Source: an optimization exercise on an open RTL-to-GDS flow (aim: small area). Production flows keep margins and buffers that such runs may drop. Where RTL was checked, it was by simulation tests only, not by an equivalence proof against the original. Only the layout flow was run in runs 6 to 8; the RTL was not checked for function there. Power and IR drop assume default switching activity.

==> flow/design.v <==
module ptp_perout_gen #(
    parameter int FNS_W        = 16,
    parameter bit OUT_POLARITY = 1'b1
) (
    input  logic        clk,
    input  logic        rst_n,
    input  logic [95:0] ts_96,
    input  logic        enable,
    input  logic        cfg_valid,
    input  logic [79:0] cfg_start,
    input  logic [79:0] cfg_period,
    input  logic [79:0] cfg_width,
    output logic        perout,
    output logic        locked,
    output logic        cfg_error
);
    localparam int TW = 78;   
    logic [TW-1:0] ts_now;
    logic [TW-1:0] start_q;
    logic [TW-1:0] start_d;     
    logic [TW-1:0] period_q;    
    logic [TW-1:0] wmp_q;       
    logic [TW-1:0] next_rise;
    logic [TW-1:0] addend;
    logic [TW-1:0] sum;
    logic [TW-1:0] ts_in;
    logic [TW-1:0] c_start, c_period, c_width;
    logic [TW-1:0] c_wmp;
    logic          c_w_lt_p;
    logic          armed;       
    logic          cfg_held;
    logic          pulse;
    logic          cfg_legal;
    logic          back_q;
    logic          was_rst;
    logic          ge_rise, ge_sum;
    logic          idle;
    logic          unused;
    function automatic logic [TW-1:0] t80(input logic [79:0] t);
        t80 = {t[79:32], t[29:0]};
    endfunction
    function automatic logic t_ge(input logic [TW-1:0] a, input logic [TW-1:0] b);
        logic g, g0, g1;
        g = 1'b1;
        g0 = 1'b0; g1 = 1'b1;
        for (int i = 0; i < TW; i++) begin
            g0 = (a[i] & ~b[i]) | ((a[i] | ~b[i]) & g0);
            g1 = (a[i] & ~b[i]) | ((a[i] | ~b[i]) & g1);
            if (i % 10 == 10 - 1 || i == TW - 1) begin
                g = g0 | (g1 & g);
                g0 = 1'b0; g1 = 1'b1;
            end
        end
        t_ge = g;
    endfunction
    function automatic logic t_ge_r(input logic [TW-1:0] a, input logic [TW-1:0] b);
        logic g;
        g = 1'b1;
        for (int i = 0; i < TW; i++) g = (a[i] & ~b[i]) | ((a[i] | ~b[i]) & g);
        t_ge_r = g;
    endfunction
    localparam logic [29:0] NS_BIAS = 30'd73741824;   
    function automatic logic [TW-1:0] t_add(input logic [TW-1:0] a, input logic [TW-1:0] b);
        logic [TW-1:0] s;
        logic          c;
        s     = a + b;
        c     = s[30] ^ a[30] ^ b[30];
        t_add = {s[TW-1:30], c ? s[29:0] : s[29:0] - NS_BIAS};
    endfunction
    function automatic logic [TW+1:0] cia(input logic [TW-1:0] a, input logic [TW-1:0] b, input logic cin);
        logic [TW-1:0] s0, s;
        logic          g, carry, cblk, pf, c30;
        carry = cin; cblk = cin; g = cin; pf = 1'b1; c30 = 1'b0;
        for (int i = 0; i < TW; i++) begin
            if (i % 6 == 0 && i != 0) begin
                cblk = carry; g = 1'b0; pf = 1'b1;
                if (i == 30) c30 = carry;
            end
            s0[i] = a[i] ^ b[i] ^ g;
            g     = (a[i] & b[i]) | (a[i] & g) | (b[i] & g);
            s[i]  = (i < 6 || !cblk) ? s0[i] : s0[i] ^ pf;
            pf    = pf & s0[i];
            if (i % 6 == 5) carry = (i < 6) ? g : (g | (cblk & pf));
        end
        cia = {carry, c30, s};
    endfunction
    function automatic logic [TW:0] t_sub_b(input logic [TW-1:0] a, input logic [TW-1:0] b);
        logic [TW+1:0] d;
        d       = cia(a, ~b, 1'b1);
        t_sub_b = {!d[TW+1], d[TW-1:30], d[TW] ? d[29:0] + NS_BIAS : d[29:0]};
    endfunction
    assign start_d   = (c_start & {TW{cfg_valid}}) | (start_q & {TW{!cfg_valid}});
    assign ts_in     = t80(ts_96[95:16]);
    assign c_start   = t80(cfg_start);
    assign c_period  = t80(cfg_period);
    assign c_width   = t80(cfg_width);
    assign unused    = ^{ts_96[47:46], ts_96[15:0], cfg_start[31:30], cfg_period[31:30], cfg_width[31:30]};
    assign {c_w_lt_p, c_wmp} = t_sub_b(c_width, c_period);
    assign cfg_legal = (c_width != '0) && c_w_lt_p;
    assign addend    = pulse ? wmp_q : period_q;
    assign sum       = t_add(next_rise, addend);
    assign ge_sum    = t_ge(ts_now, sum);
    assign ge_rise   = t_ge_r(ts_now, next_rise);
    assign idle      = !armed && !pulse;
    assign perout    = OUT_POLARITY ? pulse : ~pulse;
    always_ff @(posedge clk) begin
        ts_now  <= ts_in;
        was_rst <= !rst_n;
        back_q  <= !was_rst && !t_ge_r(ts_in, ts_now);
        start_q <= start_d;
        if (cfg_valid) begin
            period_q <= {c_period[TW-1:30], c_period[29:0] + NS_BIAS};
            wmp_q    <= c_wmp;
        end
        if (cfg_valid || !enable || idle || back_q)
            next_rise <= start_d;
        else if (armed && (ge_sum || ge_rise))
            next_rise <= sum;
    end
    always_ff @(posedge clk) begin
        if (!rst_n) begin
            armed     <= 1'b0;
            cfg_held  <= 1'b0;
            pulse     <= 1'b0;
            locked    <= 1'b0;
            cfg_error <= 1'b0;
        end else begin
            if (cfg_valid) begin
                pulse     <= 1'b0;
                locked    <= 1'b0;
                cfg_error <= !cfg_legal;
                cfg_held  <= cfg_legal;
                armed     <= cfg_legal && enable;
            end else if (!enable) begin
                armed  <= 1'b0;
                pulse  <= 1'b0;
                locked <= 1'b0;
            end else if (!idle && back_q) begin
                pulse  <= 1'b0;
                locked <= 1'b0;
                armed  <= 1'b1;
            end else if (idle) begin
                locked <= 1'b0;
                armed  <= cfg_held;
            end else if (armed) begin
                if (ge_sum) begin
                    locked <= 1'b0;
                end else if (ge_rise) begin
                    pulse  <= 1'b1;
                    locked <= 1'b1;
                    armed  <= 1'b0;
                end
            end else if (ge_sum) begin
                pulse <= 1'b0;
                armed <= 1'b1;
            end
        end
    end
endmodule
==> flow/flow/run.sh <==
#!/bin/bash
# The standard layout (standard.sh, unchanged synthesis), except that the buffers put on
# the input and output ports are the smallest buffer cell, sky130_fd_sc_hd__buf_1, and clock
# tree synthesis builds the tree from sky130_fd_sc_hd__clkbuf_8 in larger sink clusters,
# without dummy loads.
set -euo pipefail
export BUFFER_PORTS_ARGS="-buffer_cell sky130_fd_sc_hd__buf_1"
export CTS_ARGS="-sink_clustering_enable -repair_clock_nets -dont_use_dummy_load -buf_list sky130_fd_sc_hd__clkbuf_8 -sink_clustering_size 16 -sink_clustering_max_diameter 80"
bash standard.sh > standard.log 2>&1
==> flow/standard.sh <==
#!/bin/bash
# synth_recipe.tcl (not shown) runs the flow's synth.tcl, then flattens the netlist and writes it again
# the make line also repeats each setting of config.mk as NAME=value (left out here)
make -C /OpenROAD-flow-scripts/flow DESIGN_CONFIG=/design/flow/config.mk WORK_HOME=/design/flow/orfs CLKGATE_MAP_FILE= SYNTH_SCRIPT=/design/flow/synth_recipe.tcl "${@:-finish}"
==> flow/config.mk <==
export PLATFORM = sky130hd
export DESIGN_NAME = ptp_perout_gen
export DESIGN_NICKNAME = ptp_perout_gen
export VERILOG_FILES = /design/flow/design.v
export SDC_FILE = /design/flow/constraint.sdc
export NUM_CORES = 4
export LEC_CHECK = 0
export ABC_AREA = 1
export CAP_MARGIN = 20
export CORE_MARGIN = 2
export CORE_UTILIZATION = 40
export GPL_TIMING_DRIVEN = 0
export SLEW_MARGIN = 20
==> flow/constraint.sdc <==
create_clock -name core_clock -period 8.5 [get_ports {clk}]
set_input_delay 1.7000 -clock core_clock [delete_from_list [all_inputs] [get_ports {clk}]]
set_output_delay 1.7000 -clock core_clock [all_outputs]
set_load 0.01 [all_outputs]
==> flow_metrics.py, run 1 <==
metrics = {
    "placement": {
        "portBuffers": 318,
        "placed_area_um2": 28370,
        "gp_routability_congestion": 0.9205,
        "placed_cells_incl_taps": 4435,
        "dp_hpwl_um": 59430,
    },
    "power": {
        "power.density_nw_per_um2": 195.3,
        "ir_drop_uv": 90.72,
        "p_total_mw": 5.760,
        "power.leakage_nw": 14.27,
    },
    "die": {
        "ios": 343,
        "die_y_um": 258.7,
        "core_um2": 64230,
        "num_rows": 93,
        "die_area_um2": 66910,
        "initial_core_util": 0.4039,
        "die_w_um": 258.7,
    },
    "synthesis": {
        "synthArstFlopShare": 0,
        "ys.flop_type": "edfxtp_1",
        "synthCells": 3255,
        "ys_warn_count": 1,
        "syn_area_um2": 25940,
        "synthDistinctLibCells": 67,
        "syn_area_per_cell_um2": 7.970,
        "ys_ff_latch": 397,
        "ys_seq_area_frac": 0.3966,
        "synth_edf_count": 234,
        "synth.net_count": 3814,
    },
    "clocking": {
        "clkSinkCount": 397,
        "cts_root_buf": "clkbuf_8",
        "hold_buffers": 0,
        "clk_path_buf_depth": 3,
        "numCtsBuffers": 34,
        "clk_pin_slew_worst_paths_ns": 0.10,
        "cts_tree": "yes",
        "clkLatencyLatePin_ns": 0.63,
        "htreeDepth": 2,
    },
    "drt": {
        "wl_per_cell_um": 16.67,
        "ant_nets": 0,
        "dr.pass1.iters": 5,
        "num_vias": 21970,
        "wl_um": 75130,
        "via_per_inst": 4.875,
        "drtIter0Drc": 1257,
        "drcViolationCount": 0,
    },
    "sta": {
        "hold_viol": 0,
        "finClkSkew_ns": 0.05635,
        "finalCriticalPeriod_ns": 8.057,
        "fmax_mhz": 124.1,
        "setup_viol": 0,
        "slew_viol_final": 5,
        "max_slew_margin": -0.8201,
        "period_share": 0.9478,
        "tightest_slew_ns": 2.705,
    },
    "setup_path": {
        "required_ns": 9.04,
        "cp_common_cell": "a21oi_4",
        "crit_path_top_delay_cell": "fa_1",
        "cp-start-kind": "primary input",
        "regToRegStartpoint": "pulse",
        "cp-end-kind": "flip-flop",
        "max_stage_delay_ns": 0.47,
        "path_class": "primary input to flip-flop",
        "worstRegToRegCells": 69,
        "regToRegSetupSlack_ns": 0.50,
        "cp-endpoint": "armed",
        "cp_max_fo": 10,
        "cp.arrival_ns": 8.59,
        "r2r-end": "next_rise[16]",
        "cp-startpoint": "cfg_period[6]",
    },
    "global_routing": {
        "first_global_vias": 20670,
        "gr-total-overflow": 0,
        "grtUsageTotal": 0.2157,
        "grt_max_degree": 36,
        "grt_first_pass_wirelength_um": 112000,
        "antenna_found_initial": 11,
    },
    "job": {
        "drv_cap": 1,
    },
    "layout": {
        "multi_input_area_um2": 13730,
        "finalNonFillerCells": 4507,
        "seq_area_um2": 10290,
        "nFillCells": 6556,
        "nets": 4211,
        "area_growth_pct": 13.66,
        "stdcell_area_um2": 29490,
        "fin_util": 0.4591,
        "drive_gt1_frac": 0.06658,
    },
    "run_status": {
        "failed_checks": "capacitance limit, slew limit",
        "status": "failed layout checks",
    },
    "hold_path": {
        "hold_class": "flip-flop to flip-flop",
    },
}
==> cell usage in the layout, fill, tap and decap left out, types with 24 or more instances in the layout <==
cell      synthesis  routed
a21oi_1         128     125
a31oi_1          30      30
buf_1             3     320
buf_4             4      31
clkbuf_1         46      41
clkbuf_8          0      34
dfxtp_1         163     162
edfxtp_1        234     234
fa_1             66      65
ha_1            153     151
inv_1           490     483
nand2_1        1145    1138
nand2_2          32      35
nand3_1          37      35
nor2_1          101     101
nor4_1           24      24
o21ai_0         176     176
o22ai_1          70      69
xnor2_1          51      51
xor2_1           93      92
==> stage by stage <==
stage / setup WS, ns / hold WS (ns) / setup TNS [ns]
3_5_place_dp: -2.299 / 0.4291 / -90.51
4_1_cts: -0.004916 / 0.4538 / -0.004916
3_3_place_gp: -4.122 / 0.4231 / -746.20
5_1_grt: -0.03866 / 0.4654 / -0.6885
6_report: 0.4433 / 0.4537 / 0
2_1_floorplan: 0.07537 / 0.4141 / 0
==> cells by family after synthesis <==
logic type,count (synthesis),share of synthesized area
buf+inv,560,0.08232
flops,397,0.3966
mux,8,0.003279
simple gates,1402,0.2175
fa+ha+maj,222,0.1259
xor+xnor,146,0.04987
compound gates,520,0.1245
==> worst min-delay path by stage <==
stage / depth (start not counted) / to / start / slack (ns)
after global placement: 2 / start_q[53] / start_q[53] / 0.42
after global routing: 2 / start_q[33] / start_q[33] / 0.47
after detailed placement: 2 / start_q[32] / start_q[32] / 0.43
final: 2 / start_q[55] / start_q[55] / 0.45
after CTS: 2 / start_q[49] / start_q[49] / 0.45
after floorplan: 2 / start_q[0] / start_q[0] / 0.41
==> per-layer routing <==
layer / vias to the layer above / GRT usage / wire, um / share of wire
met5: - / 0 / 83 / 0.0011
met4: 14 / 0.05764 / 2146 / 0.029
met3: 120 / 0.03678 / 4530 / 0.060
met2: 507 / 0.3642 / 34990 / 0.47
met1: 10020 / 0.2854 / 33380 / 0.44
li1: 11310 / - / - / -
==> cell usage after synthesis, types with 3 or more instances <==
| cell type | count | area [um2] |
|---|---|---|
| o221ai_2 | 4 | 60.06 |
| edfxtp_1 | 234 | 7027 |
| nand3_1 | 37 | 185.2 |
| nand2_1 | 1145 | 4298 |
| a21o_1 | 5 | 37.54 |
| ha_1 | 153 | 1914 |
| o21ai_0 | 176 | 880.8 |
| nor2_1 | 101 | 379.1 |
| o21bai_1 | 3 | 22.52 |
| inv_1 | 490 | 1839 |
| buf_1 | 3 | 11.26 |
| buf_4 | 4 | 30.03 |
| nor4_1 | 24 | 150.1 |
| o21a_1 | 5 | 37.54 |
| a21oi_2 | 16 | 140.1 |
| xnor2_1 | 51 | 446.7 |
| dfxtp_1 | 163 | 3263 |
| nor3_1 | 10 | 50.05 |
| a31oi_1 | 30 | 187.7 |
| clkbuf_1 | 46 | 172.7 |
| nand2_2 | 32 | 200.2 |
| o31ai_4 | 3 | 63.81 |
| or2_2 | 17 | 106.4 |
| mux2_2 | 4 | 45.04 |
| mux2i_1 | 4 | 40.04 |
| a21oi_1 | 128 | 640.6 |
| a22o_1 | 17 | 148.9 |
| inv_2 | 12 | 45.04 |
| xor2_1 | 93 | 814.5 |
| fa_1 | 66 | 1321 |
| o21ai_2 | 6 | 52.55 |
| nand3_2 | 11 | 110.1 |
| o21ai_1 | 12 | 60.06 |
| buf_2 | 3 | 15.01 |
| o211ai_1 | 12 | 90.09 |
| o211ai_2 | 7 | 87.58 |
| nand4_1 | 20 | 125.1 |
| o22ai_1 | 70 | 437.9 |
| o311ai_0 | 3 | 26.28 |
==> where the power goes <==
part	switching [mW]	internal, mW
logic	1.47	0.889
registers	0.0970	2.29
clock network	0.646	0.360
==> worst max-delay path: cells and delay by family <==
family                     cells  cell delay (ns)
AOI/OAI and AO/OA             11             2.46
adders and majority gates      7             2.14
buffers and inverters         14             1.69
and+or+nand+nor                6             0.57
==> flip-flops by register name, indices dropped and copies added (netlist names) <==
| register | cells |
|---|---|
| armed | 1 |
| back_q | 1 |
| cfg_error | 1 |
| cfg_held | 1 |
| locked | 1 |
| next_rise | 78 |
| period_q | 78 |
| pulse | 1 |
| start_q | 78 |
| ts_now | 78 |
| was_rst | 1 |
| wmp_q | 78 |
==> what timing repair did <==
| action | CTS | global route |
|---|---|---|
| setup buffers | 1 | 26 |
| resized for setup | 14 | 49 |
| pin swaps | 1 | 18 |
| endpoints found under the setup margin | 101 | 89 |
| cloned | 0 | 10 |
==> area by class of cell <==
class | instances | area share
sequential | 397 | 0.3491
clock buffer | 34 | 0.01587
inverter | 502 | 0.06445
multi-input combinational | 2300 | 0.4656
tap | 855 | 0.03628
antenna | 2 | 0.0001697
buffer | 57 | 0.009377
timing repair buffer | 360 | 0.05919
==> inputs of run 2 (changes only) <==
--- a/flow/config.mk
+++ b/flow/config.mk
@@ -9,5 +9,4 @@
 export CAP_MARGIN = 20
 export CORE_MARGIN = 2
 export CORE_UTILIZATION = 40
-export GPL_TIMING_DRIVEN = 0
 export SLEW_MARGIN = 20
==> run 2 against run 1 <==
First-iteration DRC count down 18%; final area down 2.8%; utilization down 1.3 points; combinational power down 4%; cell count down 1.6%; synthesized area unchanged; register-to-register slack better by 0.21 ns; critical path type is now flip-flop to flip-flop; the run now finishes clean; critical endpoint is now next_rise[31]; hold slack worse by 0.0079 ns; power down 1.5%; sequential cell count unchanged; critical path depth up 15.
==> flow_metrics.py, run 2 <==
metrics = {
    "sta": {
        "period_share": 0.9164,
        "fmax_mhz": 128.4,
        "hold_viol": 0,
        "max_slew_margin": 0.3992,
        "rsz0062_at_grt": "no",
        "tightest_slew_ns": 0.9012,
        "finClkSkew_ns": 0.05786,
        "finalCriticalPeriod_ns": 7.789,
        "setup_viol": 0,
        "finalSetupTns_ns": 0,
        "slew_viol_final": 0,
    },
    "hold_path": {
        "min_path_cells": 2,
        "hold_class": "flip-flop to flip-flop",
    },
    "global_routing": {
        "antenna_found_initial": 11,
        "grt_max_degree": 84,
        "grtUsageTotal": 0.2015,
        "grt_first_pass_wirelength_um": 107300,
        "first_global_vias": 20400,
        "gr-total-overflow": 0,
    },
    "synthesis": {
        "ys_seq_area_frac": 0.3966,
        "synth_area_leaders": "edfxtp_1 27%, nand2_1 17%, dfxtp_1 13%",
        "synthArstFlopShare": 0,
        "synth-compound-area-share": 0.1245,
        "synth.net_count": 3814,
        "synth_top_family_by_area": "simple AND/OR/NAND/NOR gates",
        "synth_common_cells": "1,145 x nand2_1, 490 x inv_1, 234 x edfxtp_1",
        "synthCells": 3255,
        "synthMuxAreaShare": 0.003279,
        "synth_fa_ha_area_frac": 0.1259,
        "synth_edf_count": 234,
        "ys_ff_latch": 397,
        "syn_area_um2": 25940,
        "ys_warn_count": 1,
        "synthDistinctLibCells": 67,
        "synth_top_cell_area_share": 0.2708,
        "synth_xor_area_frac": 0.04987,
        "synthSimpleGateAreaFrac": 0.2175,
        "synth_most_common_cell": "nand2_1",
        "ys.flop_type": "edfxtp_1",
        "yosysTopAreaCell": "edfxtp_1",
        "syn_area_per_cell_um2": 7.970,
    },
    "setup_path": {
        "path_buf_inv": 7,
        "path_class": "flip-flop to flip-flop",
        "max_stage_delay_ns": 0.41,
        "cp_common_cell": "nand2_1",
        "cp_max_fo": 38,
        "required_ns": 8.72,
        "cp.arrival_ns": 8.01,
        "worstRegToRegCells": 53,
        "crit_path_top_delay_cell": "dfxtp_2",
        "cp-end-kind": "flip-flop",
        "cp-start-kind": "flip-flop",
        "critical-path-top-delay-family": "compound AO/OA/AOI/OAI gates",
        "critical_path_depth": 53,
    },
    "drt": {
        "wl_per_cell_um": 15.39,
        "dr.pass1.iters": 7,
        "via_per_inst": 4.822,
        "ant_nets": 0,
        "drcViolationCount": 0,
        "num_vias": 21380,
        "wl_um": 68220,
        "drtIter0Drc": 1025,
    },
    "layout": {
        "final_common_cell": "nand2_1",
        "final_cell_mix": "1,144 x nand2_1, 488 x inv_1, 317 x buf_1",
        "area_growth_pct": 10.52,
        "drive_gt1_frac": 0.05399,
        "nFillCells": 6619,
        "nets": 4136,
    },
    "clocking": {
        "cts_tree": "yes",
        "htreeDepth": 2,
        "clk_pin_slew_worst_paths_ns": 0.11,
        "cts_resized": 0,
        "hold_buffers": 0,
        "clkLatencyLatePin_ns": 0.62,
        "postCtsSetupRepairBufs": 0,
        "clk_path_buf_depth": 3,
        "numCtsBuffers": 35,
        "clkSinkCount": 397,
        "cts_root_buf": "clkbuf_8",
    },
    "die": {
        "core_um2": 64230,
        "ios": 343,
        "initial_core_util": 0.4039,
        "die_y_um": 258.7,
        "num_rows": 93,
        "die_area_um2": 66910,
        "die_w_um": 258.7,
    },
    "power": {
        "power.leakage_nw": 13.94,
        "power.density_nw_per_um2": 197.9,
        "p_total_mw": 5.674,
        "ir_drop_uv": 95.30,
    },
    "placement": {
        "gp_routability_congestion": 0.9132,
        "dp_hpwl_um": 54780,
        "portBuffers": 318,
    },
    "run_status": {
        "status": "no timing/DRC/antenna violations",
    },
    "job": {
        "drv_cap": 0,
    },
}
[run 2: cell counts after synthesis]
Identical to the previous run, type by type.
[run 2: final timing paths]
check,from,end,slack (ns)
max,pulse,next_rise[31],0.71
min reg2reg,start_q[33],start_q[33],0.45
max reg2reg,pulse,next_rise[31],0.71
min,start_q[33],start_q[33],0.45
[run 2: kinds of logic after synthesis]
logic type | count (synthesis)
AND/OR/NAND/NOR | 1402
buffers and inverters | 560
AO/OA/AOI/OAI | 520
flip-flops | 397
adder cells (fa/ha/maj) | 222
XOR/XNOR | 146
multiplexers | 8
[run 2: per-stage QoR]
| step | hold WS (ns) | std cells | util | area [um2] | setup WS, ns |
|---|---|---|---|---|---|
| after CTS | 0.4485 | 4430 | 0.4460 | 28650 | 0.4744 |
| final | 0.4458 | 4433 | 0.4464 | 28670 | 0.7109 |
| after floorplan | 0.4141 | 3255 | - | 25950 | 0.07537 |
| after detailed placement | 0.4288 | 4395 | 0.4385 | 28170 | 0.1691 |
| after global placement | 0.4236 | 4395 | 0.4385 | 28170 | 0.2602 |
| after global routing | 0.4660 | 4431 | 0.4463 | 28670 | 0.01264 |
[run 2: cell type report]
type	count	area, um2	share of cell area
multi-input cells	2298	13530	0.4720
repair buffers	343	1399	0.04879
inverters	502	1891	0.06594
clock buffers	35	481.7	0.01680
diodes	3	7.507	0.0002618
well taps	855	1070	0.03731
flip-flops and latches	397	10290	0.3589
[run 2: layer usage]
layer	share of wire	vias to the layer above	global-route usage
met5	0.0018	-	0
met3	0.057	92	0.03775
met4	0.019	18	0.04656
met2	0.47	399	0.3415
met1	0.45	9693	0.2662
li1	-	11180	-
[run 2: worst register-to-register path: cells and delay by family, from the launching register on]
| kind | cells | cell delay [ns] |
|---|---|---|
| compound gates | 24 | 3.38 |
| simple gates | 20 | 1.99 |
| buf+inv | 7 | 0.94 |
| flops | 1 | 0.41 |
| fa+ha+maj | 1 | 0.35 |
| xor+xnor | 1 | 0.23 |
[run 2: power breakdown]
group,leakage [nW],internal [mW],switching [mW]
combinational,9.94,0.844,1.42
sequential,3.75,2.29,0.0932
clock,0.252,0.371,0.651
total,13.9,3.51,2.17
==> inputs of run 3 (changes only) <==
--- a/flow/config.mk
+++ b/flow/config.mk
@@ -9,4 +9,5 @@
 export CAP_MARGIN = 20
 export CORE_MARGIN = 2
 export CORE_UTILIZATION = 40
+export PLACE_DENSITY = 0.5
 export SLEW_MARGIN = 20
==> run 3 against run 2 <==
Worst setup slack improved by 0.068 ns; clock skew decreased by 0.023 ns; via count increased by 1.2%; maximum frequency increased by 0.88%; final area about the same; die area unchanged; count of clock-buffer cells in the layout decreased by 5; sequential cell count unchanged; hold slack improved by 0.0019 ns; critical endpoint is now next_rise[54].
==> flow_metrics.py, run 3 <==
metrics = {
    "die": {
        "die_y_um": 258.7,
        "die_area_um2": 66910,
        "ios": 343,
        "die_w_um": 258.7,
        "core_um2": 64230,
        "initial_core_util": 0.4039,
        "num_rows": 93,
    },
    "clocking": {
        "clk_pin_slew_worst_paths_ns": 0.10,
        "htreeDepth": 1,
        "numCtsBuffers": 30,
        "clk_path_buf_depth": 3,
        "clkSinkCount": 397,
        "cts_root_buf": "clkbuf_8",
        "clkLatencyLatePin_ns": 0.68,
        "cts_tree": "yes",
    },
    "drt": {
        "dr.pass1.iters": 6,
        "ant_nets": 0,
        "route.met3.wl_um": 3863,
        "route.met2.wl_um": 32730,
        "num_vias": 21640,
        "via_per_inst": 4.879,
        "drt-met1-wl_um": 32610,
        "drcViolationCount": 0,
        "wl_um": 70800,
        "drtIter0Drc": 1177,
        "wl_per_cell_um": 15.96,
        "top_layer_used": "met5",
    },
    "setup_path": {
        "required_ns": 8.87,
        "cp-startpoint": "pulse",
        "crit_path_top_delay_cell": "fa_1",
        "cp-start-kind": "flip-flop",
        "max_stage_delay_ns": 0.43,
        "cp_max_fo": 39,
        "cp-end-kind": "flip-flop",
        "path_class": "flip-flop to flip-flop",
        "cp.arrival_ns": 8.09,
        "cp_common_cell": "nand2_2",
        "regToRegStartpoint": "pulse",
    },
    "sta": {
        "finClkSkew_ns": 0.03528,
        "rsz0062_at_grt": "no",
        "tightest_slew_ns": 0.9852,
        "fmax_mhz": 129.5,
        "worst_hold_slack_ns": 0.4478,
        "setup_viol": 0,
        "max_slew_margin": 0.3432,
        "period_share": 0.9084,
        "finalSetupTns_ns": 0,
        "hold_viol": 0,
        "slew_viol_final": 0,
        "finalCriticalPeriod_ns": 7.721,
    },
    "placement": {
        "portBuffers": 318,
        "gp_routability_congestion": 0.8672,
        "placed_area_um2": 28170,
        "dp_hpwl_um": 55940,
    },
    "run_status": {
        "status": "no timing/DRC/antenna violations",
    },
    "synthesis": {
        "ys.flop_type": "edfxtp_1",
        "synth_common_cells": "1,145 x nand2_1, 490 x inv_1, 234 x edfxtp_1",
        "syn_area_per_cell_um2": 7.970,
        "synth_area_leaders": "edfxtp_1 27%, nand2_1 17%, dfxtp_1 13%",
        "synth_top_cell_area_share": 0.2708,
        "synthCells": 3255,
        "ys_seq_area_frac": 0.3966,
        "synthDistinctLibCells": 67,
        "syn_area_um2": 25940,
        "ys_ff_latch": 397,
        "synth.net_count": 3814,
        "synth_edf_count": 234,
        "yosysTopAreaCell": "edfxtp_1",
        "ys_warn_count": 1,
        "synthArstFlopShare": 0,
        "synth_most_common_cell": "nand2_1",
    },
    "hold_path": {
        "min-delay-start": "start_q[14]",
        "hold_class": "flip-flop to flip-flop",
    },
    "power": {
        "power.density_nw_per_um2": 196.7,
        "ir_drop_uv": 104.7,
        "power.leakage_nw": 13.92,
    },
    "layout": {
        "nets": 4131,
        "nFillCells": 6627,
        "multi_input_area_um2": 13530,
        "area_growth_pct": 10.44,
        "final_cell_mix": "1,144 x nand2_1, 488 x inv_1, 317 x buf_1",
        "seq_area_um2": 10290,
        "drive_gt1_frac": 0.05266,
        "final_common_cell": "nand2_1",
        "stdcell_area_um2": 28650,
    },
    "global_routing": {
        "antenna_found_initial": 22,
        "grtUsageTotal": 0.2070,
        "gr-total-overflow": 0,
        "grt_first_pass_wirelength_um": 110600,
        "first_global_vias": 21240,
        "grt_max_degree": 99,
    },
    "job": {
        "drv_cap": 0,
    },
}
## run 3: final cells by class
type	instances	area share
sequential	397	0.3593
timing repair buffer	343	0.04978
clock buffer	30	0.01441
antenna	10	0.0008734
inverter	502	0.06599
multi-input combinational	2298	0.4723
tap	855	0.03734
## run 3: path summary, 6_finish.rpt
path                   endpoint  slack (ns)  cells past startpoint
setup / recovery  next_rise[54]        0.78                     68
hold / removal      start_q[14]        0.45                      2
setup reg to reg  next_rise[54]        0.78                     68
hold reg to reg     start_q[14]        0.45                      2
## run 3: report_power, final
| group | total, mW | leakage (nW) | switching [mW] | internal [mW] |
|---|---|---|---|---|
| Clock | 0.945 | 0.216 | 0.631 | 0.314 |
| Sequential | 2.39 | 3.75 | 0.0956 | 2.29 |
| Combinational | 2.30 | 9.95 | 1.46 | 0.847 |
## run 3: per-stage QoR
| stage | cells | util | setup WS, ns | power (mW) |
|---|---|---|---|---|
| 2_1_floorplan | 3255 | - | 0.07537 | 4.116 |
| 3_3_place_gp | 4394 | 0.4386 | 0.2203 | 4.689 |
| 3_5_place_dp | 4394 | 0.4386 | 0.1128 | 4.731 |
| 4_1_cts | 4424 | 0.4450 | 0.5992 | 5.697 |
| 5_1_grt | 4433 | 0.4460 | 0.04253 | 6.092 |
| 6_report | 4435 | 0.4461 | 0.7789 | 5.637 |
## run 3: layer usage
layer	vias up	global-route usage
li1	11180	-
met1	9929	0.2780
met2	414	0.3481
met3	100	0.03384
met4	22	0.05090
met5	-	0
## run 3: critical path: cells and delay by family, from the launching register on
family | cells | cell delay [ns]
and+or+nand+nor | 44 | 3.35
AOI/OAI and AO/OA | 16 | 1.79
adders and majority gates | 3 | 0.96
buffers and inverters | 3 | 0.45
DFF | 1 | 0.42
xor gates and xnor gates | 2 | 0.36
## run 3: cell families after synthesis
| family | after synthesis | synth area share |
|---|---|---|
| simple gates | 1402 | 0.2175 |
| buf+inv | 560 | 0.08232 |
| compound gates | 520 | 0.1245 |
| flops | 397 | 0.3966 |
| fa+ha+maj | 222 | 0.1259 |
| xor+xnor | 146 | 0.04987 |
| mux | 8 | 0.003279 |
## run 3: what timing repair did
action,in CTS,in global routing
resized for setup,0,3
setup buffers,0,0
setup endpoints to repair,0,78
hold buffers,0,0
==> inputs of run 4 (changes only) <==
--- a/flow/config.mk
+++ b/flow/config.mk
@@ -9,5 +9,5 @@
 export CAP_MARGIN = 20
 export CORE_MARGIN = 2
 export CORE_UTILIZATION = 40
-export PLACE_DENSITY = 0.5
+export PLACE_DENSITY = 0.75
 export SLEW_MARGIN = 20
==> run 4 against run 3 <==
Synthesized area unchanged; combinational power is essentially flat; sequential power about the same; critical path depth unchanged; global-route usage down 0.52 points; die area did not move; synthesized cell count stayed put; register-to-register slack lost 0.12 ns; sequential cell count is the same; sequential share of layout area fell by 0.16 points; final area rose by 0.46%; cell count is 0.16% higher; critical path type unchanged; highest routed layer unchanged.
==> flow_metrics.py, run 4 <==
metrics = {
    "job": {
        "drv_cap": 0,
    },
    "drt": {
        "dr.pass1.iters": 6,
        "drtIter0Drc": 1364,
        "via_per_inst": 4.915,
        "wl_um": 67980,
        "ant_nets": 0,
        "wl_per_cell_um": 15.30,
        "drcViolationCount": 0,
        "num_vias": 21830,
    },
    "clocking": {
        "clkLatencyLatePin_ns": 0.63,
        "clk_path_buf_depth": 3,
        "clk_pin_slew_worst_paths_ns": 0.10,
        "numCtsBuffers": 36,
        "cts_tree": "yes",
        "htreeDepth": 2,
        "cts_root_buf": "clkbuf_8",
        "clkSinkCount": 397,
    },
    "run_status": {
        "status": "no timing/DRC/antenna violations",
    },
    "setup_path": {
        "cp-endpoint": "next_rise[21]",
        "regToRegStartpoint": "pulse",
        "path_buf_inv": 3,
        "r2r-end": "next_rise[21]",
        "cp.arrival_ns": 8.08,
        "crit_path_top_delay_cell": "fa_1",
        "path_class": "flip-flop to flip-flop",
        "worstRegToRegCells": 68,
        "cp-start-kind": "flip-flop",
        "regToRegSetupSlack_ns": 0.66,
        "cp-end-kind": "flip-flop",
        "critical-path-top-delay-family": "simple AND/OR/NAND/NOR gates",
        "cp_max_fo": 40,
        "max_stage_delay_ns": 0.44,
        "cp_common_cell": "nand2_2",
        "critical_path_depth": 68,
        "cp-startpoint": "pulse",
        "required_ns": 8.74,
    },
    "global_routing": {
        "antenna_found_initial": 11,
        "met3_usage": 0.03560,
        "grt_max_degree": 146,
        "grt_first_pass_wirelength_um": 107700,
        "first_global_vias": 21200,
        "gr-total-overflow": 0,
        "use_met1": 0.2575,
        "grtUsageTotal": 0.2019,
        "grt.busiest_layer": "met2",
        "grt.met2_usage": 0.3444,
    },
    "sta": {
        "fmax_mhz": 127.6,
        "finalCriticalPeriod_ns": 7.838,
        "max_slew_margin": 0.2806,
        "hold_viol": 0,
        "tightest_slew_ns": 1.079,
        "slew_viol_final": 0,
        "setup_viol": 0,
        "finClkSkew_ns": 0.1152,
        "period_share": 0.9221,
    },
    "die": {
        "die_w_um": 258.7,
        "core_um2": 64230,
        "die_y_um": 258.7,
        "initial_core_util": 0.4039,
        "num_rows": 93,
        "ios": 343,
        "die_area_um2": 66910,
    },
    "power": {
        "pwr-share-clk": 0.178,
        "power.leakage_nw": 13.99,
        "p_seq_frac": 0.417,
        "p_total_mw": 5.718,
        "swShare": 0.3815,
        "combPwrFrac": 0.405,
        "ir_drop_uv": 92.56,
        "power.density_nw_per_um2": 198.6,
        "switchingPower_mw": 2.181,
        "internal_power_mw": 3.536,
    },
    "placement": {
        "gp_routability_congestion": 0.9082,
        "portBuffers": 318,
        "placed_area_um2": 28200,
        "dp_hpwl_um": 53700,
    },
    "synthesis": {
        "ys.flop_type": "edfxtp_1",
        "synthCells": 3255,
        "synth_edf_count": 234,
        "synthArstFlopShare": 0,
        "syn_area_per_cell_um2": 7.970,
        "synth_top_cell_area_share": 0.2708,
        "synth_common_cells": "1,145 x nand2_1, 490 x inv_1, 234 x edfxtp_1",
        "syn_area_um2": 25940,
        "ys_warn_count": 1,
        "ys_seq_area_frac": 0.3966,
        "synth_most_common_cell": "nand2_1",
        "synthDistinctLibCells": 67,
        "ys_ff_latch": 397,
        "synth.net_count": 3814,
        "synth_area_leaders": "edfxtp_1 27%, nand2_1 17%, dfxtp_1 13%",
        "yosysTopAreaCell": "edfxtp_1",
    },
    "hold_path": {
        "hold_class": "flip-flop to flip-flop",
    },
    "layout": {
        "area_growth_pct": 10.94,
        "final_common_cell": "nand2_1",
        "final_cell_mix": "1,143 x nand2_1, 488 x inv_1, 317 x buf_1",
        "nets": 4142,
        "drive_gt1_frac": 0.05641,
        "stdcell_area_um2": 28780,
    },
}
[run 4: worst min-delay path by stage]
stage,slack (ns),startpoint,cells past startpoint,to
final,0.44,start_q[21],2,start_q[21]
after global routing,0.46,start_q[28],2,start_q[28]
after detailed placement,0.43,start_q[51],2,start_q[51]
after CTS,0.44,start_q[21],2,start_q[21]
after floorplan,0.41,start_q[0],2,start_q[0]
after global placement,0.42,start_q[42],2,start_q[42]
[run 4: worst register-to-register path, delay by kind of cell (launching register included)]
family	cells	cell delay, ns
AO/OA/AOI/OAI	16	1.85
XOR/XNOR	2	0.40
adder cells (fa/ha/maj)	3	0.97
buffers and inverters	3	0.40
flip-flops	1	0.43
AND/OR/NAND/NOR	44	3.35
[run 4: area by class of cell]
class | count | area [um2]
clock buffers | 36 | 495.5
repair buffers | 347 | 1453
repair inverters | 1 | 5.005
inverters | 502 | 1891
well taps | 855 | 1070
multi-input cells | 2298 | 13560
flip-flops and latches | 397 | 10290
fillers | 6364 | 35450
diodes | 6 | 15.01
[run 4: timing repair]
action,CTS,global route
endpoints found under the setup margin,0,78
resized for setup,0,6
setup buffers,0,4
hold buffers,0,0
[run 4: through the flow]
stage	cells	hold slack [ns]	TNS [ns]	worst slack, ns	util
after floorplan	3255	0.4141	0	0.07537	-
after global placement	4395	0.4221	0	0.4131	0.4391
after detailed placement	4395	0.4307	0	0.3128	0.4391
after CTS	4431	0.4419	0	0.3701	0.4468
after global routing	4440	0.4601	-0.004826	-0.004826	0.4480
final	4442	0.4427	0	0.6622	0.4481
[run 4: kinds of logic (layout without fill, tap and decap cells)]
group / Yosys count / after routing / synth area share
DFF: 397 / 397 / 0.3966
buffers and inverters: 560 / 886 / 0.08232
other: 0 / 6 / 0
and+or+nand+nor: 1402 / 1402 / 0.2175
xor gates and xnor gates: 146 / 146 / 0.04987
adders and majority gates: 222 / 222 / 0.1259
muxes: 8 / 8 / 0.003279
AOI/OAI and AO/OA: 520 / 520 / 0.1245
[run 4: layer usage]
metal,part of all wire,vias up
met3,0.065,113
met4,0.031,12
met1,0.43,9973
met2,0.48,540
met5,0.0011,-
li1,-,11190
[run 4: power groups by stage]
stage	Sequential [mW]	Combinational, mW	Clock (mW)
2_1_floorplan	2.40	1.72	0
3_3_place_gp	2.42	2.21	0
3_5_place_dp	2.43	2.27	0
4_1_cts	2.38	2.28	1.06
5_1_grt	2.41	2.64	1.11
6_report	2.38	2.32	1.02
==> inputs of run 5 (changes only) <==
--- a/flow/config.mk
+++ b/flow/config.mk
@@ -8,6 +8,5 @@
 export ABC_AREA = 1
 export CAP_MARGIN = 20
 export CORE_MARGIN = 2
-export CORE_UTILIZATION = 40
-export PLACE_DENSITY = 0.75
+export CORE_UTILIZATION = 60
 export SLEW_MARGIN = 20
==> run 5 against run 4 <==
Now fails the layout checks on capacitance limit, slew limit; first-iteration DRC count shrank 7.4%; combinational power about the same; sequential share of layout area increased by 0.60 points; final area decreased by 1.7%; worst setup slack got worse by 0.028 ns; global-route usage grew 9.0 points; maximum frequency down 0.35%; cell count fell by 6.3%; largest cell class unchanged; highest routed layer unchanged.
==> flow_metrics.py, run 5 <==
metrics = {
    "hold_path": {
        "min_path_cells": 2,
        "hold_class": "flip-flop to flip-flop",
        "min-delay-start": "start_q[21]",
    },
    "layout": {
        "area_growth_pct": 9.081,
        "fin_util": 0.6599,
        "drive_gt1_frac": 0.05268,
        "final_common_cell": "nand2_1",
        "stdcell_area_um2": 28300,
        "finalNonFillerCells": 4163,
        "final_cell_mix": "1,143 x nand2_1, 488 x inv_1, 317 x buf_1",
        "nets": 4130,
    },
    "power": {
        "power.density_nw_per_um2": 198.6,
        "power.leakage_nw": 13.91,
        "ir_drop_uv": 121.8,
    },
    "setup_path": {
        "cp-endpoint": "next_rise[42]",
        "critical-path-top-delay-family": "simple AND/OR/NAND/NOR gates",
        "cp_common_cell": "nand2_2",
        "crit_path_top_delay_cell": "dfxtp_2",
        "cp.arrival_ns": 8.27,
        "r2r-end": "next_rise[42]",
        "worstRegToRegCells": 66,
        "required_ns": 8.91,
        "critical_path_depth": 66,
        "path_buf_inv": 3,
        "cp-start-kind": "flip-flop",
        "cp-end-kind": "flip-flop",
        "max_stage_delay_ns": 0.44,
        "regToRegSetupSlack_ns": 0.63,
        "cp_max_fo": 28,
        "regToRegStartpoint": "pulse",
        "path_class": "flip-flop to flip-flop",
        "cp-startpoint": "pulse",
    },
    "die": {
        "die_y_um": 211.9,
        "die_w_um": 211.9,
        "initial_core_util": 0.6049,
        "die_area_um2": 44920,
        "ios": 343,
        "num_rows": 76,
        "core_um2": 42890,
    },
    "sta": {
        "tightest_slew_ns": 1.677,
        "finalSetupTns_ns": 0,
        "hold_viol": 0,
        "max_slew_margin": -0.1283,
        "slew_viol_final": 4,
        "finalCriticalPeriod_ns": 7.865,
        "worst_hold_slack_ns": 0.4467,
        "finClkSkew_ns": 0.04936,
        "rsz0062_at_grt": "no",
        "period_share": 0.9254,
        "fmax_mhz": 127.1,
        "setup_viol": 0,
    },
    "clocking": {
        "clkSinkCount": 397,
        "htreeDepth": 1,
        "numCtsBuffers": 30,
        "cts_root_buf": "clkbuf_8",
        "hold_buffers": 0,
        "clkLatencyLatePin_ns": 0.69,
        "clk_path_buf_depth": 3,
        "cts_tree": "yes",
        "clk_pin_slew_worst_paths_ns": 0.10,
    },
    "global_routing": {
        "gr-total-overflow": 0,
        "grt_first_pass_wirelength_um": 103900,
        "antenna_found_initial": 11,
        "grt_max_degree": 80,
        "grtUsageTotal": 0.2920,
        "first_global_vias": 21430,
        "met3_usage": 0.04465,
        "grt.met2_usage": 0.5059,
        "use_met1": 0.3618,
        "grt.busiest_layer": "met2",
    },
    "synthesis": {
        "syn_area_per_cell_um2": 7.970,
        "ys_warn_count": 1,
        "synthArstFlopShare": 0,
        "ys_ff_latch": 397,
        "ys.flop_type": "edfxtp_1",
        "synth_most_common_cell": "nand2_1",
        "synthCells": 3255,
        "ys_seq_area_frac": 0.3966,
        "synthDistinctLibCells": 67,
        "synth_common_cells": "1,145 x nand2_1, 490 x inv_1, 234 x edfxtp_1",
        "synth_area_leaders": "edfxtp_1 27%, nand2_1 17%, dfxtp_1 13%",
        "synth_top_cell_area_share": 0.2708,
        "synth.net_count": 3814,
        "synth_edf_count": 234,
        "syn_area_um2": 25940,
        "yosysTopAreaCell": "edfxtp_1",
    },
    "placement": {
        "placed_cells_incl_taps": 4123,
        "placed_area_um2": 27840,
        "portBuffers": 318,
        "gp_routability_congestion": 0.9320,
        "dp_hpwl_um": 52520,
    },
    "drt": {
        "via_per_inst": 5.274,
        "drcViolationCount": 0,
        "drtIter0Drc": 1263,
        "wl_um": 66030,
        "dr.pass1.iters": 5,
        "ant_nets": 0,
        "num_vias": 21960,
        "wl_per_cell_um": 15.86,
    },
    "run_status": {
        "status": "failed layout checks",
        "failed_checks": "capacitance limit, slew limit",
    },
    "job": {
        "drv_cap": 1,
    },
}
==> run 5: kinds of logic after synthesis <==
family / after synthesis / synth area share
DFF: 397 / 0.3966
xor gates and xnor gates: 146 / 0.04987
AOI/OAI and AO/OA: 520 / 0.1245
muxes: 8 / 0.003279
buffers and inverters: 560 / 0.08232
and+or+nand+nor: 1402 / 0.2175
adders and majority gates: 222 / 0.1259
==> run 5: final cells by class <==
cell class                      instances  area (um2)
Antenna cell                            9       22.52
Clock buffer                           30       412.9
Fill cell                            3702       14590
Inverter                              502        1891
Multi-Input combinational cell       2299       13560
Sequential cell                       397       10290
Tap cell                              585       732.0
Timing Repair Buffer                  341        1395
==> run 5: per-layer routing <==
metal / vias to the layer above / part of all wire / routed length [um]
li1: 11170 / - / -
met1: 10140 / 0.42 / 27870
met2: 507 / 0.48 / 31610
met3: 128 / 0.057 / 3756
met4: 6 / 0.042 / 2752
met5: - / 0.00055 / 36
==> run 5: timing repair <==
item / 4_1_cts / 5_1_grt
resized for setup: 0 / 3
setup endpoints to repair: 0 / 56
setup buffers: 0 / 0
==> run 5: power by group <==
part           internal [mW]  total (mW)  switching [mW]
combinational          0.848        2.30            1.45
sequential              2.29        2.39          0.0954
clock                  0.314       0.935           0.621
total                   3.45        5.62            2.17
==> run 5: worst min path at each step <==
stage | endpoint | slack [ns]
finish | start_q[21] | 0.45
global route | start_q[35] | 0.47
CTS | start_q[21] | 0.45
detailed placement | start_q[36] | 0.43
global placement | start_q[28] | 0.42
floorplan | start_q[0] | 0.41
==> run 5: per-stage QoR <==
stage	power, mW	setup WS (ns)
global placement	4.630	0.2474
global route	6.024	0.01453
floorplan	4.116	0.07537
CTS	5.619	0.4482
detailed placement	4.701	-0.01214
finish	5.620	0.6345
==> run 5: worst min-delay path, stage by stage, from the launching register on <==
cell and delay, ns:
dfxtp_1 0.30, nand2_1 0.06, nand2_1 0.05
==> inputs of run 6 (changes only) <==
--- a/flow/design.v
+++ b/flow/design.v
@@ -72,15 +72,15 @@
         logic          g, carry, cblk, pf, c30;
         carry = cin; cblk = cin; g = cin; pf = 1'b1; c30 = 1'b0;
         for (int i = 0; i < TW; i++) begin
-            if (i % 6 == 0 && i != 0) begin
+            if (i % 10 == 0 && i != 0) begin
                 cblk = carry; g = 1'b0; pf = 1'b1;
                 if (i == 30) c30 = carry;
             end
             s0[i] = a[i] ^ b[i] ^ g;
             g     = (a[i] & b[i]) | (a[i] & g) | (b[i] & g);
-            s[i]  = (i < 6 || !cblk) ? s0[i] : s0[i] ^ pf;
+            s[i]  = (i < 10 || !cblk) ? s0[i] : s0[i] ^ pf;
             pf    = pf & s0[i];
-            if (i % 6 == 5) carry = (i < 6) ? g : (g | (cblk & pf));
+            if (i % 10 == 9) carry = (i < 10) ? g : (g | (cblk & pf));
         end
         cia = {carry, c30, s};
     endfunction
--- a/flow/config.mk
+++ b/flow/config.mk
@@ -8,5 +8,5 @@
 export ABC_AREA = 1
 export CAP_MARGIN = 20
 export CORE_MARGIN = 2
-export CORE_UTILIZATION = 60
+export CORE_UTILIZATION = 40
 export SLEW_MARGIN = 20
==> run 6 against run 5 <==
The run now finishes clean; wire length rose by 1.0%; final area rose by 1.4%; power fell by 1.2%; critical path depth fell by 2; sequential power barely moved; first-iteration DRC count fell by 5.6%; register-to-register slack improved by 0.05 ns; largest cell class unchanged; largest power group unchanged.
==> flow_metrics.py, run 6 <==
metrics = {
    "run_status": {
        "status": "no timing/DRC/antenna violations",
    },
    "synthesis": {
        "ys_warn_count": 1,
        "ys_seq_area_frac": 0.4016,
        "yosysTopAreaCell": "edfxtp_1",
        "synthDistinctLibCells": 56,
        "synth_common_cells": "1,125 x nand2_1, 465 x inv_1, 234 x edfxtp_1",
        "synth_most_common_cell": "nand2_1",
        "synthCells": 3177,
        "syn_area_per_cell_um2": 8.064,
        "syn_area_um2": 25620,
        "synth.net_count": 3735,
        "synth_edf_count": 234,
        "synth_area_leaders": "edfxtp_1 27%, nand2_1 16%, dfxtp_1 13%",
        "ys.flop_type": "edfxtp_1",
        "synth_top_cell_area_share": 0.2743,
        "synthArstFlopShare": 0,
        "ys_ff_latch": 397,
    },
    "placement": {
        "placed_area_um2": 27890,
        "dp_hpwl_um": 52000,
        "portBuffers": 318,
        "gp_routability_congestion": 0.8718,
        "post-place-ws_ns": 0.3024,
        "placed_cells_incl_taps": 4305,
    },
    "layout": {
        "drive_gt1_frac": 0.06906,
        "nets": 4064,
        "nFillCells": 6375,
        "stdcell_area_um2": 28700,
        "final_cell_mix": "1,120 x nand2_1, 464 x inv_1, 317 x buf_1",
        "finalNonFillerCells": 4354,
        "final_common_cell": "nand2_1",
        "area_growth_pct": 12.00,
    },
    "clocking": {
        "cts_tree": "yes",
        "clkLatencyLatePin_ns": 0.67,
        "htreeDepth": 1,
        "clk_pin_slew_worst_paths_ns": 0.10,
        "hold_buffers": 0,
        "numCtsBuffers": 31,
        "cts_root_buf": "clkbuf_8",
        "clk_path_buf_depth": 3,
        "clkSinkCount": 397,
    },
    "setup_path": {
        "required_ns": 8.91,
        "critical-path-top-delay-family": "compound AO/OA/AOI/OAI gates",
        "cp_max_fo": 12,
        "cp-start-kind": "flip-flop",
        "crit_path_top_delay_cell": "dfxtp_4",
        "cp_common_cell": "nand2_2",
        "max_stage_delay_ns": 0.38,
        "critical_path_depth": 64,
        "worstRegToRegCells": 64,
        "cp.arrival_ns": 8.22,
        "path_class": "flip-flop to flip-flop",
        "path_buf_inv": 7,
        "cp-end-kind": "flip-flop",
    },
    "sta": {
        "setup_ws_ns": 0.6879,
        "finalCriticalPeriod_ns": 7.812,
        "max_slew_margin": 0.1512,
        "hold_viol": 0,
        "finalSetupTns_ns": 0,
        "tightest_slew_ns": 1.264,
        "slew_viol_final": 0,
        "fmax_mhz": 128.0,
        "finClkSkew_ns": 0.04308,
        "period_share": 0.9191,
        "setup_viol": 0,
    },
    "drt": {
        "ant_nets": 0,
        "dr.pass1.iters": 5,
        "wl_um": 66720,
        "via_per_inst": 4.730,
        "num_vias": 20600,
        "drtIter0Drc": 1192,
        "wl_per_cell_um": 15.32,
        "drcViolationCount": 0,
    },
    "global_routing": {
        "use_met1": 0.2693,
        "first_global_vias": 19910,
        "antenna_found_initial": 6,
        "gr-total-overflow": 0,
        "met3_usage": 0.02847,
        "grt_first_pass_wirelength_um": 103600,
        "grt.busiest_layer": "met2",
        "grt_max_degree": 85,
        "grt.met2_usage": 0.3264,
        "grtUsageTotal": 0.1953,
    },
    "die": {
        "initial_core_util": 0.4054,
        "core_um2": 63200,
        "num_rows": 92,
        "ios": 343,
        "die_area_um2": 66090,
        "die_w_um": 257.1,
        "die_y_um": 257.1,
    },
    "hold_path": {
        "min_path_cells": 2,
        "hold_class": "flip-flop to flip-flop",
    },
    "power": {
        "ir_drop_uv": 101.8,
        "power.leakage_nw": 13.83,
        "power.density_nw_per_um2": 193.5,
    },
    "job": {
        "drv_cap": 0,
    },
}
-- run 6: cell count changes in the layout (fill, tap and decap cells not counted), moves of 8 or more --
cell     previous run  this run
a21oi_1           126       110
nand2_2            33        45
nand4_1            20        12
nand2_1          1143      1120
mux2_2              4        32
inv_1             488       464
a22o_1             17         6
-- run 6: logic make-up after synthesis --
family,after synthesis,synth area share
and+or+nand+nor,1373,0.2162
xor gates and xnor gates,143,0.04947
buffers and inverters,535,0.07848
AOI/OAI and AO/OA,472,0.1105
DFF,397,0.4016
muxes,36,0.01563
adders and majority gates,221,0.1281
-- run 6: where the power goes --
group / switching (mW) / leakage [nW] / internal (mW)
registers: 0.0988 / 3.76 / 2.29
logic: 1.34 / 9.85 / 0.869
clock network: 0.625 / 0.223 / 0.324
-- run 6: metal layers --
layer  routed length (um)  part of all wire  up-vias
met5                   40           0.00060        -
met4                 1250             0.019        6
met3                 3657             0.055       68
met2                30170              0.45      393
met1                31590              0.47     9252
li1                     -                 -    10880
-- run 6: stage by stage --
step / hold WS, ns / power, mW / utilization
2_1_floorplan: 0.4141 / 4.031 / -
3_3_place_gp: 0.4230 / 4.563 / 0.4414
3_5_place_dp: 0.4290 / 4.596 / 0.4414
4_1_cts: 0.4534 / 5.557 / 0.4481
5_1_grt: 0.4692 / 6.000 / 0.4540
6_report: 0.4477 / 5.552 / 0.4541
-- run 6: worst min-delay path: stages, from the launching register on --
cell	delay [ns]
dfxtp_1	0.32
nand2_1	0.06
nand2_1	0.05
-- run 6: timing repair --
item                                   CTS  global route
endpoints found under the hold margin    0             0
resized for setup                        0            27
setup buffers                            0             5
setup endpoints to repair                0            81
-- run 6: area by class of cell --
cell class	count	area, um2	share of cell area
timing repair buffer	357	1655	0.05769
antenna	4	10.01	0.0003488
sequential	397	10290	0.3587
multi-input combinational	2246	13470	0.4694
tap	846	1059	0.03689
inverter	473	1782	0.06209
clock buffer	31	426.7	0.01487
-- run 6: final timing paths --
kind              startpoint            end  slack (ns)
setup / recovery       pulse  next_rise[57]        0.69
hold reg to reg   start_q[6]     start_q[6]        0.45
setup reg to reg       pulse  next_rise[57]        0.69
hold / removal    start_q[6]     start_q[6]        0.45
==> inputs of run 7 (changes only) <==
--- a/flow/design.v
+++ b/flow/design.v
@@ -80,7 +80,7 @@
             g     = (a[i] & b[i]) | (a[i] & g) | (b[i] & g);
             s[i]  = (i < 10 || !cblk) ? s0[i] : s0[i] ^ pf;
             pf    = pf & s0[i];
-            if (i % 10 == 9) carry = (i < 10) ? g : (g | (cblk & pf));
+            if (i % 10 == 9 || i == TW - 1) carry = (i < 10) ? g : (g | (cblk & pf));
         end
         cia = {carry, c30, s};
     endfunction
==> run 7 against run 6 <==
Synthesized cell count is 2.6% higher; cell count is 1.7% higher; largest cell class unchanged; global-route usage is 1.4 points higher; worst setup slack better by 0.12 ns; critical path depth is 12 lower; hold slack better by 0.00076 ns; largest power group unchanged; still clean.
==> flow_metrics.py, run 7 <==
metrics = {
    "synthesis": {
        "synth_area_leaders": "edfxtp_1 27%, nand2_1 16%, dfxtp_1 13%",
        "syn_area_per_cell_um2": 7.964,
        "synth_edf_count": 234,
        "synth.net_count": 3820,
        "synth_top_cell_area_share": 0.2707,
        "synth_most_common_cell": "nand2_1",
        "synthDistinctLibCells": 59,
        "yosysTopAreaCell": "edfxtp_1",
        "synthArstFlopShare": 0,
        "synthCells": 3260,
        "ys.flop_type": "edfxtp_1",
        "ys_warn_count": 1,
        "syn_area_um2": 25960,
        "ys_ff_latch": 397,
        "ys_seq_area_frac": 0.3964,
        "synth_common_cells": "1,130 x nand2_1, 495 x inv_1, 234 x edfxtp_1",
    },
    "power": {
        "p_seq_frac": 0.426,
        "pwr-share-clk": 0.171,
        "power.leakage_nw": 13.81,
        "internal_power_mw": 3.461,
        "switchingPower_mw": 2.149,
        "combPwrFrac": 0.402,
        "swShare": 0.3830,
        "ir_drop_uv": 130.6,
        "power.density_nw_per_um2": 195.6,
    },
    "die": {
        "num_rows": 93,
        "die_area_um2": 66960,
        "die_y_um": 258.8,
        "initial_core_util": 0.4034,
        "die_w_um": 258.8,
        "ios": 343,
        "core_um2": 64350,
    },
    "sta": {
        "slew_viol_final": 0,
        "finClkSkew_ns": 0.04975,
        "tightest_slew_ns": 1.068,
        "fmax_mhz": 130.0,
        "worst_hold_slack_ns": 0.4485,
        "rsz0062_at_grt": "no",
        "period_share": 0.9053,
        "setup_viol": 0,
        "finalSetupTns_ns": 0,
        "finalCriticalPeriod_ns": 7.695,
        "hold_viol": 0,
        "max_slew_margin": 0.2878,
    },
    "clocking": {
        "numCtsBuffers": 31,
        "cts_tree": "yes",
        "postCtsSetupRepairBufs": 0,
        "htreeDepth": 1,
        "clk_path_buf_depth": 3,
        "clk_pin_slew_worst_paths_ns": 0.10,
        "cts_root_buf": "clkbuf_8",
        "clkLatencyLatePin_ns": 0.69,
        "clkSinkCount": 397,
    },
    "drt": {
        "dr.pass1.iters": 5,
        "num_vias": 21410,
        "drtIter0Drc": 1406,
        "via_per_inst": 4.832,
        "wl_um": 70600,
        "drcViolationCount": 0,
        "wl_per_cell_um": 15.94,
        "ant_nets": 0,
    },
    "job": {
        "drv_cap": 0,
    },
    "placement": {
        "gp_routability_congestion": 0.9113,
        "portBuffers": 318,
        "dp_hpwl_um": 56460,
    },
    "layout": {
        "final_common_cell": "nand2_1",
        "nets": 4132,
        "drive_gt1_frac": 0.04762,
        "nFillCells": 6567,
        "final_cell_mix": "1,129 x nand2_1, 495 x inv_1, 317 x buf_1",
        "area_growth_pct": 10.48,
    },
    "setup_path": {
        "cp_max_fo": 33,
        "max_stage_delay_ns": 0.44,
        "path_class": "flip-flop to flip-flop",
        "cp-end-kind": "flip-flop",
        "cp-start-kind": "flip-flop",
        "crit_path_top_delay_cell": "fa_1",
        "cp.arrival_ns": 8.10,
        "cp_common_cell": "nand2_1",
        "required_ns": 8.91,
    },
    "global_routing": {
        "first_global_vias": 20430,
        "grt_first_pass_wirelength_um": 110200,
        "gr-total-overflow": 0,
        "antenna_found_initial": 13,
        "grtUsageTotal": 0.2096,
        "grt_max_degree": 118,
    },
    "hold_path": {
        "hold_class": "flip-flop to flip-flop",
    },
    "run_status": {
        "status": "no timing/DRC/antenna violations",
    },
}
[run 7: cell types whose count changed after synthesis, moves of 6 or more]
cell	before	now
inv_1	465	495
nand2_2	42	14
nor2_1	97	125
a21oi_1	117	127
a22o_1	6	13
nand3_2	12	5
nand4_1	12	19
nor3_1	10	17
o221ai_1	2	9
a31oi_1	29	35
[run 7: routing by layer]
| metal | global-route usage | wire (um) | vias to the layer above |
|---|---|---|---|
| li1 | - | - | 11170 |
| met1 | 0.3132 | 35390 | 9698 |
| met2 | 0.3244 | 30450 | 441 |
| met3 | 0.02856 | 3647 | 77 |
| met4 | 0.03934 | 1021 | 16 |
| met5 | 0 | 100 | - |
[run 7: path summary, 6_finish.rpt]
kind,from,endpoint,slack (ns),cells after the start
worst max-delay path,pulse,next_rise[17],0.80,52
worst min-delay path,start_q[43],start_q[43],0.45,2
worst max register to register,pulse,next_rise[17],0.80,52
worst min register to register,start_q[43],start_q[43],0.45,2
[run 7: cells by family after synthesis]
kind of cell / synth area share
AND/OR/NAND/NOR: 0.2122
buffers and inverters: 0.08203
AO/OA/AOI/OAI: 0.1195
flip-flops: 0.3964
adder cells (fa/ha/maj): 0.1269
XOR/XNOR: 0.04747
multiplexers: 0.01552
[run 7: layout make-up]
class / instances / area [um2] / area share
antenna: 5 / 12.51 / 0.0004362
multi-input combinational: 2296 / 13560 / 0.4729
sequential: 397 / 10290 / 0.3588
timing repair buffer: 341 / 1423 / 0.04960
clock buffer: 31 / 426.7 / 0.01488
tap: 855 / 1070 / 0.03730
inverter: 505 / 1896 / 0.06609
[run 7: critical path: cells and delay by family, from the launching register on]
family	cells	cell delay (ns)
buffers and inverters	7	0.75
XOR/XNOR	1	0.26
AND/OR/NAND/NOR	17	1.53
adder cells (fa/ha/maj)	2	0.65
AO/OA/AOI/OAI	25	3.78
flip-flops	1	0.39
[run 7: what timing repair did]
action,in CTS,in global routing
gates resized for setup,0,8
hold buffers,0,0
setup endpoints to repair,0,81
[run 7: through the flow]
stage               cell area (um2)    util  setup slack [ns]  power [mW]  cells
floorplan                     25960       -           0.01307       4.074   3260
global placement              28210  0.4384            0.3696       4.647   4394
detailed placement            28210  0.4384            0.3061       4.673   4394
CTS                           28640  0.4451            0.4261       5.651   4425
global route                  28680  0.4457           0.03699       6.059   4429
finish                        28680  0.4457            0.8049       5.610   4430
[run 7: power by group through the flow]
stage,registers [mW],clock network [mW],logic [mW]
after floorplan,2.40,0,1.67
final,2.39,0.961,2.26
after global routing,2.42,1.06,2.58
after detailed placement,2.43,0,2.24
after CTS,2.39,1.01,2.25
after global placement,2.43,0,2.21
==> inputs of run 8 (changes only) <==
--- a/flow/design.v
+++ b/flow/design.v
@@ -72,15 +72,15 @@
         logic          g, carry, cblk, pf, c30;
         carry = cin; cblk = cin; g = cin; pf = 1'b1; c30 = 1'b0;
         for (int i = 0; i < TW; i++) begin
-            if (i % 10 == 0 && i != 0) begin
+            if (i % 15 == 0 && i != 0) begin
                 cblk = carry; g = 1'b0; pf = 1'b1;
                 if (i == 30) c30 = carry;
             end
             s0[i] = a[i] ^ b[i] ^ g;
             g     = (a[i] & b[i]) | (a[i] & g) | (b[i] & g);
-            s[i]  = (i < 10 || !cblk) ? s0[i] : s0[i] ^ pf;
+            s[i]  = (i < 15 || !cblk) ? s0[i] : s0[i] ^ pf;
             pf    = pf & s0[i];
-            if (i % 10 == 9 || i == TW - 1) carry = (i < 10) ? g : (g | (cblk & pf));
+            if (i % 15 == 14 || i == TW - 1) carry = (i < 15) ? g : (g | (cblk & pf));
         end
         cia = {carry, c30, s};
     endfunction
==> run 8 against run 7 <==
Count of clock-buffer cells in the layout grew 3; highest routed layer unchanged; clock skew grew 0.024 ns; largest cell class unchanged; sequential cell count is the same; power grew 2.9%; clock power grew 5%.
==> flow_metrics.py, run 8 <==
metrics = {
    "global_routing": {
        "first_global_vias": 20790,
        "grtUsageTotal": 0.2085,
        "antenna_found_initial": 13,
        "grt_first_pass_wirelength_um": 109900,
        "gr-total-overflow": 0,
        "grt_max_degree": 158,
    },
    "layout": {
        "area_growth_pct": 13.04,
        "final_common_cell": "nand2_1",
        "nets": 4166,
        "drive_gt1_frac": 0.06681,
        "stdcell_area_um2": 29220,
        "final_cell_mix": "1,151 x nand2_1, 471 x inv_1, 317 x buf_1",
        "nFillCells": 6580,
        "fin_util": 0.4550,
    },
    "placement": {
        "placed_area_um2": 28380,
        "dp_hpwl_um": 54920,
        "gp_routability_congestion": 0.9029,
        "portBuffers": 318,
    },
    "drt": {
        "wl_um": 72250,
        "num_vias": 21680,
        "drcViolationCount": 0,
        "wl_per_cell_um": 16.16,
        "drtIter0Drc": 1264,
        "dr.pass1.iters": 5,
        "via_per_inst": 4.849,
        "ant_nets": 0,
    },
    "setup_path": {
        "regToRegSetupSlack_ns": 0.60,
        "cp-end-kind": "flip-flop",
        "critical-path-top-delay-family": "adder cells",
        "path_buf_inv": 5,
        "path_class": "primary input to flip-flop",
        "cp_max_fo": 6,
        "cp.arrival_ns": 8.78,
        "r2r-end": "next_rise[72]",
        "crit_path_top_delay_cell": "fa_1",
        "regToRegStartpoint": "pulse",
        "max_stage_delay_ns": 0.51,
        "required_ns": 9.06,
        "worstRegToRegCells": 58,
        "cp_common_cell": "fa_1",
        "cp-start-kind": "primary input",
    },
    "sta": {
        "slew_viol_final": 0,
        "tightest_slew_ns": 0.9897,
        "hold_viol": 0,
        "max_slew_margin": 0.3341,
        "period_share": 0.9674,
        "finClkSkew_ns": 0.07331,
        "setup_viol": 0,
        "fmax_mhz": 121.6,
        "finalCriticalPeriod_ns": 8.223,
    },
    "die": {
        "core_um2": 64230,
        "die_w_um": 258.2,
        "initial_core_util": 0.4025,
        "num_rows": 93,
        "ios": 343,
        "die_area_um2": 66680,
        "die_y_um": 258.2,
    },
    "clocking": {
        "cts_tree": "yes",
        "clk_path_buf_depth": 3,
        "htreeDepth": 2,
        "cts_root_buf": "clkbuf_8",
        "clk_pin_slew_worst_paths_ns": 0.10,
        "numCtsBuffers": 34,
        "clkLatencyLatePin_ns": 0.63,
        "clkSinkCount": 397,
    },
    "synthesis": {
        "synthArstFlopShare": 0,
        "synthCells": 3255,
        "synth_top_cell_area_share": 0.2718,
        "synth_area_leaders": "edfxtp_1 27%, nand2_1 17%, dfxtp_1 13%",
        "ys.flop_type": "edfxtp_1",
        "yosysTopAreaCell": "edfxtp_1",
        "synth_most_common_cell": "nand2_1",
        "syn_area_per_cell_um2": 7.942,
        "synth_edf_count": 234,
        "synthDistinctLibCells": 58,
        "synth_common_cells": "1,157 x nand2_1, 473 x inv_1, 234 x edfxtp_1",
        "synth.net_count": 3812,
        "ys_ff_latch": 397,
        "syn_area_um2": 25850,
        "ys_warn_count": 1,
        "ys_seq_area_frac": 0.3980,
    },
    "power": {
        "power.density_nw_per_um2": 197.5,
        "power.leakage_nw": 14.06,
        "ir_drop_uv": 96.79,
    },
    "job": {
        "drv_cap": 0,
    },
    "hold_path": {
        "min_path_cells": 2,
        "min-delay-start": "start_q[50]",
        "hold_class": "flip-flop to flip-flop",
        "hold_path_end": "start_q[50]",
    },
    "run_status": {
        "status": "no timing/DRC/antenna violations",
    },
}
==> run 8: cell count changes after synthesis, sizes merged, moves of 8 or more <==
| cell | change |
|---|---|
| inv | -12 |
| mux2 | -14 |
| nand2 | +23 |
| nor2 | -8 |
| o211ai | +11 |
| xnor2 | -8 |
| xor2 | +9 |
==> run 8: cell families after synthesis <==
group | count (synthesis) | share of synthesized area
adders and majority gates | 218 | 0.1266
xor gates and xnor gates | 140 | 0.04743
buffers and inverters | 555 | 0.08131
and+or+nand+nor | 1409 | 0.2165
AOI/OAI and AO/OA | 516 | 0.1213
muxes | 20 | 0.008712
DFF | 397 | 0.3980
==> run 8: how the worst max path moves through the flow <==
| stage | from | to | slack (ns) | depth (start not counted) |
|---|---|---|---|---|
| floorplan | cfg_period[15] | armed | 0.01 | 33 |
| global placement | cfg_period[32] | armed | -0.53 | 30 |
| detailed placement | cfg_period[32] | armed | -0.63 | 30 |
| CTS | cfg_period[32] | armed | 0.09 | 30 |
| global route | cfg_period[32] | armed | -0.005 | 30 |
| finish | cfg_period[32] | armed | 0.28 | 30 |
==> run 8: cell type report <==
cell class	instances	area, um2	share of cell area
flip-flops and latches	397	10290	0.3522
inverters	492	1851	0.06332
multi-input cells	2305	13670	0.4678
repair buffers	379	1847	0.06320
well taps	855	1070	0.03661
diodes	9	22.52	0.0007707
clock buffers	34	467.9	0.01601
==> run 8: timing repair <==
| item | CTS | global route |
|---|---|---|
| endpoints found under the setup margin | 0 | 116 |
| gates resized for setup | 0 | 43 |
| setup buffers | 0 | 2 |
| hold buffers | 0 | 0 |
| endpoints found under the hold margin | 0 | 0 |
==> run 8: worst register-to-register path, delay by kind of cell, from the launching register on <==
kind            cells  cell delay, ns
fa+ha+maj           2            0.64
simple gates       32            3.29
buf+inv             5            0.49
xor+xnor            1            0.19
flops               1            0.39
compound gates     18            2.61
==> run 8: per-layer routing <==
| metal | global-route usage | routed length (um) |
|---|---|---|
| met5 | 0 | 46 |
| met4 | 0.06439 | 1855 |
| met3 | 0.03590 | 4091 |
| met2 | 0.3362 | 32350 |
| met1 | 0.2860 | 33910 |
==> run 8: through the flow <==
stage | setup slack (ns) | hold WS [ns] | instances | setup TNS [ns] | power, mW
floorplan | 0.01129 | 0.4141 | 3255 | 0 | 4.064
global placement | -0.5335 | 0.4239 | 4417 | -12.82 | 4.680
detailed placement | -0.6332 | 0.4275 | 4417 | -16.22 | 4.708
CTS | 0.09108 | 0.4516 | 4451 | 0 | 5.730
global route | -0.004837 | 0.4639 | 4470 | -0.004837 | 6.218
finish | 0.2771 | 0.4488 | 4471 | 0 | 5.771
==> run 8: power breakdown <==
part	internal (mW)	switching [mW]
sequential	2.29	0.103
clock	0.360	0.653
combinational	0.896	1.47

==> static timing again, ports no longer ideal <==
The results above use ideal ports. As a check the final layouts listed here were re-extracted and re-timed, cells and wires unchanged.
Step 1: set_driving_cell puts a clkbuf_16 on clk and a buf_2 on each other input, an assumption about the parent block.
Step 2 adds t to the input delays and takes it off the output delays; t is the mean of the earliest and latest rising clock arrival at the registers after step 1. Input paths then give back, and output paths get back, about the clock's delay inside the block.
a / b / c = no drivers / after step 1 / after step 2; a / b = the first two.
run	t, ns	slack for setup (ns)	worst hold slack (ns)	pins driven straight from the clock port
run 1	0.655	0.443 / 0.474 / -0.181	0.454 / 0.454 / 0.454	1
run 2	0.640	0.711 / 0.711 / 0.257	0.446 / 0.446 / 0.446	1
run 3	0.712	0.779 / 0.779 / 0.213	0.448 / 0.448 / 0.448	1
run 4	0.630	0.662 / 0.662 / 0.422	0.443 / 0.443 / 0.443	1
run 5	0.723	0.635 / 0.635 / -0.026	0.447 / 0.447 / 0.447	1
run 6	0.706	0.688 / 0.688 / 0.561	0.448 / 0.448 / 0.448	1
run 7	0.720	0.805 / 0.805 / 0.413	0.448 / 0.448 / 0.448	1
run 8	0.649	0.277 / 0.296 / -0.354	0.449 / 0.449 / 0.449	1
The setup slack of run 5, which loses most, moves by 0.000 ns with the drivers and by -0.661 ns with both steps.
